This design comes from an exercise in tuning for small area and a short achievable clock period on the open sky130 flow, not from production work.
Function was checked by simulation only, so behaviour that the tests miss may differ from the original.
Power and IR drop assume default switching activity.

File: flow/design.v
module ram_dp_rw_ctrl #(
  parameter int unsigned          AddrWidth     = 6,
  parameter int unsigned          DataWidth     = 32,
  parameter int unsigned          ByteWidth     = 8,
  parameter bit                   Pipelined     = 1'b0,
  parameter bit                   CollisionMode = 1'b0,
  parameter logic [DataWidth-1:0] InitValue     = '0
) (
  input  logic                           clk_i,
  input  logic                           rst_i,
  input  logic                           rd_en_a_i,
  input  logic                           rd_en_b_i,
  input  logic                           wr_en_a_i,
  input  logic                           wr_en_b_i,
  input  logic [DataWidth/ByteWidth-1:0] be_a_i,
  input  logic [DataWidth/ByteWidth-1:0] be_b_i,
  input  logic [AddrWidth-1:0]           addr_r_a_i,
  input  logic [AddrWidth-1:0]           addr_r_b_i,
  input  logic [AddrWidth-1:0]           addr_w_a_i,
  input  logic [AddrWidth-1:0]           addr_w_b_i,
  input  logic [DataWidth-1:0]           data_a_i,
  input  logic [DataWidth-1:0]           data_b_i,
  output logic [DataWidth-1:0]           data_a_o,
  output logic [DataWidth-1:0]           data_b_o,
  output logic                           valid_a_o,
  output logic                           valid_b_o,
  output logic                           init_busy_o,
  output logic                           wr_conflict_o
);
  localparam int unsigned NB    = DataWidth / ByteWidth;
  localparam int unsigned Depth = 2 ** AddrWidth;
  typedef enum logic [0:0] {
    ST_INIT  = 1'b0,
    ST_READY = 1'b1
  } state_e;
  state_e                 state_r;
  logic [AddrWidth-1:0]   init_cnt_r;
  logic                   init_busy_r;
  logic                   wr_conflict_r;
  logic [DataWidth-1:0]   mem_r [Depth];
  logic                   active_s;
  logic                   init_we_s;
  logic                   wr_a_s;
  logic                   wr_b_s;
  logic                   rd_a_s;
  logic                   rd_b_s;
  logic                   same_w_s;
  logic                   conflict_s;
  logic [DataWidth-1:0]   mask_a_s;
  logic [DataWidth-1:0]   mask_b_s;
  logic [DataWidth-1:0]   word_a_s;
  logic [DataWidth-1:0]   word_b_s;
  logic [DataWidth-1:0]   rdata_a_s;
  logic [DataWidth-1:0]   rdata_b_s;
  logic                   s1_valid_a_r;
  logic                   s1_valid_b_r;
  logic [DataWidth-1:0]   s1_data_a_r;
  logic [DataWidth-1:0]   s1_data_b_r;
  function automatic logic [DataWidth-1:0] lane_mask(input logic [NB-1:0] be);
    logic [DataWidth-1:0] m;
    m = '0;
    for (int i = 0; i < NB; i++) begin
      m[i*ByteWidth +: ByteWidth] = {ByteWidth{be[i]}};
    end
    lane_mask = m;
  endfunction
  function automatic logic [DataWidth-1:0] merge_word(
    input logic [DataWidth-1:0] old_word,
    input logic [DataWidth-1:0] new_word,
    input logic [DataWidth-1:0] mask
  );
    merge_word = (old_word & ~mask) | (new_word & mask);
  endfunction
  function automatic logic [DataWidth-1:0] read_word(
    input logic [DataWidth-1:0] stored,
    input logic                 hit_a,
    input logic [DataWidth-1:0] wa,
    input logic                 hit_b,
    input logic [DataWidth-1:0] wb
  );
    logic [DataWidth-1:0] r;
    if (CollisionMode && hit_a) begin
      r = wa;
    end else if (CollisionMode && hit_b) begin
      r = wb;
    end else begin
      r = stored;
    end
    read_word = r;
  endfunction
  always_comb begin
    active_s   = (state_r == ST_READY) && !rst_i;
    init_we_s  = (state_r == ST_INIT) && !rst_i;
    wr_a_s     = active_s && wr_en_a_i;
    wr_b_s     = active_s && wr_en_b_i;
    rd_a_s     = active_s && rd_en_a_i;
    rd_b_s     = active_s && rd_en_b_i;
    same_w_s   = (addr_w_a_i == addr_w_b_i);
    mask_a_s   = lane_mask(be_a_i);
    mask_b_s   = lane_mask(be_b_i);
    word_b_s   = merge_word(mem_r[addr_w_b_i], data_b_i, mask_b_s);
    if (wr_b_s && same_w_s) begin
      word_a_s = merge_word(word_b_s, data_a_i, mask_a_s);
    end else begin
      word_a_s = merge_word(mem_r[addr_w_a_i], data_a_i, mask_a_s);
    end
    conflict_s = wr_a_s && wr_b_s && same_w_s && (|(be_a_i & be_b_i));
  end
  always_comb begin
    rdata_a_s = read_word(mem_r[addr_r_a_i],
                          wr_a_s && (addr_w_a_i == addr_r_a_i), word_a_s,
                          wr_b_s && (addr_w_b_i == addr_r_a_i), word_b_s);
    rdata_b_s = read_word(mem_r[addr_r_b_i],
                          wr_a_s && (addr_w_a_i == addr_r_b_i), word_a_s,
                          wr_b_s && (addr_w_b_i == addr_r_b_i), word_b_s);
  end
  always_ff @(posedge clk_i) begin
    if (rst_i) begin
      state_r       <= ST_INIT;
      init_cnt_r    <= '0;
      init_busy_r   <= 1'b1;
      wr_conflict_r <= 1'b0;
    end else begin
      case (state_r)
        ST_INIT: begin
          init_cnt_r    <= init_cnt_r + AddrWidth'(1);
          wr_conflict_r <= 1'b0;
          if (init_cnt_r == '1) begin
            state_r     <= ST_READY;
            init_busy_r <= 1'b0;
          end else begin
            init_busy_r <= 1'b1;
          end
        end
        ST_READY: begin
          init_busy_r   <= 1'b0;
          wr_conflict_r <= conflict_s;
        end
        default: begin
          state_r       <= ST_INIT;
          init_cnt_r    <= '0;
          init_busy_r   <= 1'b1;
          wr_conflict_r <= 1'b0;
        end
      endcase
    end
  end
  always_ff @(posedge clk_i) begin
    if (init_we_s) begin
      mem_r[init_cnt_r] <= InitValue;
    end else begin
      if (wr_b_s) begin
        mem_r[addr_w_b_i] <= word_b_s;
      end
      if (wr_a_s) begin
        mem_r[addr_w_a_i] <= word_a_s;
      end
    end
  end
  always_ff @(posedge clk_i) begin
    if (rst_i) begin
      s1_valid_a_r <= 1'b0;
      s1_valid_b_r <= 1'b0;
      s1_data_a_r  <= '0;
      s1_data_b_r  <= '0;
    end else begin
      s1_valid_a_r <= rd_a_s;
      s1_valid_b_r <= rd_b_s;
      if (rd_a_s) begin
        s1_data_a_r <= rdata_a_s;
      end
      if (rd_b_s) begin
        s1_data_b_r <= rdata_b_s;
      end
    end
  end
  if (Pipelined) begin : g_pipe
    logic                 s2_valid_a_r;
    logic                 s2_valid_b_r;
    logic [DataWidth-1:0] s2_data_a_r;
    logic [DataWidth-1:0] s2_data_b_r;
    always_ff @(posedge clk_i) begin
      if (rst_i) begin
        s2_valid_a_r <= 1'b0;
        s2_valid_b_r <= 1'b0;
        s2_data_a_r  <= '0;
        s2_data_b_r  <= '0;
      end else begin
        s2_valid_a_r <= s1_valid_a_r;
        s2_valid_b_r <= s1_valid_b_r;
        if (s1_valid_a_r) begin
          s2_data_a_r <= s1_data_a_r;
        end
        if (s1_valid_b_r) begin
          s2_data_b_r <= s1_data_b_r;
        end
      end
    end
    assign data_a_o  = s2_data_a_r;
    assign data_b_o  = s2_data_b_r;
    assign valid_a_o = s2_valid_a_r;
    assign valid_b_o = s2_valid_b_r;
  end else begin : g_flat
    assign data_a_o  = s1_data_a_r;
    assign data_b_o  = s1_data_b_r;
    assign valid_a_o = s1_valid_a_r;
    assign valid_b_o = s1_valid_b_r;
  end
  assign init_busy_o   = init_busy_r;
  assign wr_conflict_o = wr_conflict_r;
endmodule
File: flow/run.sh
#!/bin/bash
# synth_recipe.tcl (not shown) runs the flow's synth.tcl, then flattens the netlist and writes it again
# the make line also repeats each setting of config.mk as NAME=value (left out here)
make -C /OpenROAD-flow-scripts/flow DESIGN_CONFIG=/design/flow/config.mk WORK_HOME=/design/flow/orfs CLKGATE_MAP_FILE= SYNTH_SCRIPT=/design/flow/synth_recipe.tcl finish
File: flow/config.mk
export PLATFORM = sky130hd
export DESIGN_NAME = ram_dp_rw_ctrl
export DESIGN_NICKNAME = ram_dp_rw_ctrl
export VERILOG_FILES = /design/flow/design.v
export SDC_FILE = /design/flow/constraint.sdc
export NUM_CORES = 4
export LEC_CHECK = 0
export CAP_MARGIN = 20
export CORE_MARGIN = 2
export CORE_UTILIZATION = 30
export PLACE_DENSITY = 0.5
export SLEW_MARGIN = 20
File: flow/constraint.sdc
create_clock -name core_clock -period 5.0 [get_ports {clk_i}]
set_input_delay 1.0000 -clock core_clock [delete_from_list [all_inputs] [get_ports {clk_i}]]
set_output_delay 1.0000 -clock core_clock [all_outputs]
set_load 0.01 [all_outputs]
==> impl_results.md <==
* CTS H-tree lvls at 5
* Final hold slack at 0.4816 ns
* Die Height at 701.9 um
* Crit path from: state_r
* Worst flop-to-flop path startpoint: state_r
* CP Capture Type: register
* Root buf cell: clkbuf_16
* Worst path slowest cell: dfxtp_1
* Layout cells sized above 1 at 35.37%
* Fin. max-slew vios at 0
* Routed Antenna Nets at 0
* Fill count at 46654
* Worst slack at placement at -0.04968 ns
* Asr flop ratio synth at 0%
* Initial DRC Count at 30003
* Synth top area cells: edfxtp_1 42%, mux4_2 26%, o22ai_1 8.1%, mux2i_1 4.2%, a22oi_1 3.5%
* Leakage Power at 0.05751 uW
* DRT Pass-1 Iters at 14
* Top-count cell post-synth: edfxtp_1
* Core area at 485600 um^2
* IO buf count at 169
* HPWL Detailed at 743000 um
* Mapped Nets at 11135
* Max Fanout on Critical Path at 16
* WP data arrival at 5.02 ns
* Result of the run: finished clean
* RePlAce Congestion at 1.062
* Routed vias at 142400
* CP Class: reg2reg
* Worst Skew at 0.06724 ns
* FF+latch count, synth at 2123
* Most common library cells after synthesis: 2048 x edfxtp_1, 1887 x o22ai_1, 1692 x mux4_2, 679 x a22oi_1, 653 x clkbuf_1
* Synth Instances at 11032
* Initial Util at 30.09%
* RSZ-0062 raised after global routing: false
* CTS tree: yes
* Placed cell count at 17692
* Area share of the largest cell type after synthesis at 42.09%
* Synth area leader: edfxtp_1
* Mean Syn Cell Area at 13.25 um^2
* Syn-to-layout area delta at 21.37%
* DRC at 0
* Crit share post-route at 86.82%
* Endpoints failing setup at 0
* Worst-margin pin slew at 1.317 ns
* Post-synth EDFFs at 2048
* I/O pins at 170
* Pin count of the biggest net entering global routing at 65
* WL per Instance at 58.78 um
* Hold path start: s1_data_a_r[18]
* GRT overflow at 0
* Die outline area at 492700 um^2
* Via density at 7.789
* Max Cap Viol at 0
* Minimum clock period at 4.341 ns
* Num CTS Buffers at 280
* Critical Path RT at 5.68 ns
* Initial antenna violation count at 112
* CTS resizes at 0
* # nets final at 11627
* Hold-fix buffers, CTS at 0
* Final Hold Fails at 0
* Chip Width at 701.9 um
* Global-route wire length before repair at 1368000 um
* Max Fclk at 0.2304 GHz
* Worst hold path class: reg2reg
* Clk latency of the worst-skew pair at 1.04 ns
* Mapped cell area at 146100 um^2
* Cell Count, Final, Fillers Out at 18283
* Post-synth top flop: edfxtp_1
* Unique cell type count in the Yosys netlist at 85
* Crit path largest cell delay at 0.91 ns
* Max Root-Sink Buffers at 4
* Vias in the first global route at 131476
* Crit-path cells: nand3b_1, buf_4, o21ai_0, nand3_1, o21ai_4, buf_12
* FF-to-FF path depth at 6
* Worst VDD drop at 0.3055 mV
* Setup WS post-layout at 0.6591 ns
* Core Rows at 256
* Hold depth at 2
* GRT Total Usage at 42.20%
* Setup crit start kind: register
* Slew margin rel. at 9.682%
* Pwr Density at 276.0 nW/um^2
* Clock slew at reported path FFs at 0.06 ns
* Post-CTS Setup Inserts at 0
* Yosys warns at 1
* Clk sinks at 2123
* Routed wire length at 1075000 um
* Register area share after synthesis at 43.12%
cell usage in the layout, fill, tap and decap left out, types with 37 or more instances in the layout:
cell and count:
diode_2 89, dfxtp_1 75, mux2i_1 615, a22oi_1 679, a21oi_1 384, buf_12 416
nor2_1 416, o21ai_4 69, mux2_2 80, nand2b_1 46, a31oi_1 58, clkbuf_16 290
nand3_1 72, buf_4 1195, edfxtp_1 2048, o22ai_1 1887, clkdlybuf4s50_1 147, nand2_1 205
mux4_2 1692, nor3_1 67, clkbuf_1 37, clkinv_1 53, nand2_2 135, a22o_1 54
a221oi_1 134, o21ai_0 149, a41oi_1 85, clkinv_2 45
logic make-up after synthesis:
kind of cell	count (synthesis)	synth area share, %
AO/OA/AOI/OAI	3785	17.31
XOR/XNOR	10	0.05994
adder cells (fa/ha/maj)	1	0.008561
buffers and inverters	1590	5.115
flip-flops	2123	43.12
multiplexers	2390	30.93
AND/OR/NAND/NOR	1133	3.459
path summary, 6_finish.rpt:
| path | slack [ns] | endpoint |
|---|---|---|
| worst max register to register | 0.66 | mem_r[20][8] |
| worst min register to register | 0.48 | s1_data_a_r[18] |
| worst min-delay path | 0.48 | s1_data_a_r[18] |
| worst max-delay path | 0.66 | mem_r[20][8] |
through the flow:
step / TNS, ns / util (%) / power (uW) / area [um^2]
after floorplan: -532.15 / - / 23410 / 146100
after global placement: -15.48 / 34.57 / 27430 / 167900
after detailed placement: -1.052 / 34.57 / 27450 / 167900
after CTS: 0 / 36.47 / 48420 / 177100
after global routing: 0 / 36.48 / 49240 / 177100
final: 0 / 36.52 / 48950 / 177300
layer usage:
| layer | share of wire [%] | track usage, % | up-vias |
|---|---|---|---|
| li1 | - | - | 48789 |
| met1 | 35 | 51.42 | 73601 |
| met2 | 39 | 57.16 | 16242 |
| met3 | 16 | 17.79 | 3728 |
| met4 | 11 | 35.84 | 40 |
| met5 | 0.033 | 0.08824 | - |
registers in the layout, summed over array words and instances (netlist names):
name and count:
s1_data_a_r 32, s1_valid_a_r 1, init_busy_r 1, s1_valid_b_r 1
wr_conflict_r 1, state_r 1, init_cnt_r 6, s1_data_b_r 32
mem_r 2048
report_power, final:
group / internal, uW / leakage, uW / switching [uW]
Sequential: 19300 / 0.0214 / 66.2
Combinational: 2570 / 0.0317 / 5610
Clock: 12300 / 0.00447 / 9160
layout make-up:
class,instances,area (um^2),share of cell area (%)
clock inverter,171,1792,1.010
timing repair buffer,1778,19020,10.72
tap,6450,8070,4.551
clock buffer,331,7451,4.201
inverter,22,85.08,0.04798
antenna,89,222.7,0.1256
multi-input combinational,7319,77700,43.82
sequential,2123,63000,35.52
worst max-delay path: cells and delay by family (launching register included):
kind / cells / cell delay, ns
DFF: 1 / 0.91
AOI/OAI and AO/OA: 2 / 1.22
buffers and inverters: 2 / 0.73
and+or+nand+nor: 2 / 1.13

==> port drivers added, routing unchanged <==
No port has a modelled driver above. Below, the same layout with a new extraction and two added sets of constraints.
Step 1: set_driving_cell puts a clkbuf_16 on clk_i and a buf_2 on each other input, an assumption about the parent block.
Step 2 moves the port delays by t, midway between the first and last clock arrival at a register: inputs arrive t later, outputs are due t later. That takes back most of the time a late clock gives input paths.
Slacks: ideal ports / drivers / drivers and shift; pairs: ideal ports / drivers.
t, ns: 1.127
setup slack, ns: 0.659 / 0.659 / -0.420
worst setup path after step 2: input to register
pins driven straight from the clock port: 1
With both steps, setup timing fails in this run, where it was met with ideal ports. The setup slack of this run moves by 0.000 ns with the drivers and by -1.079 ns with both steps.
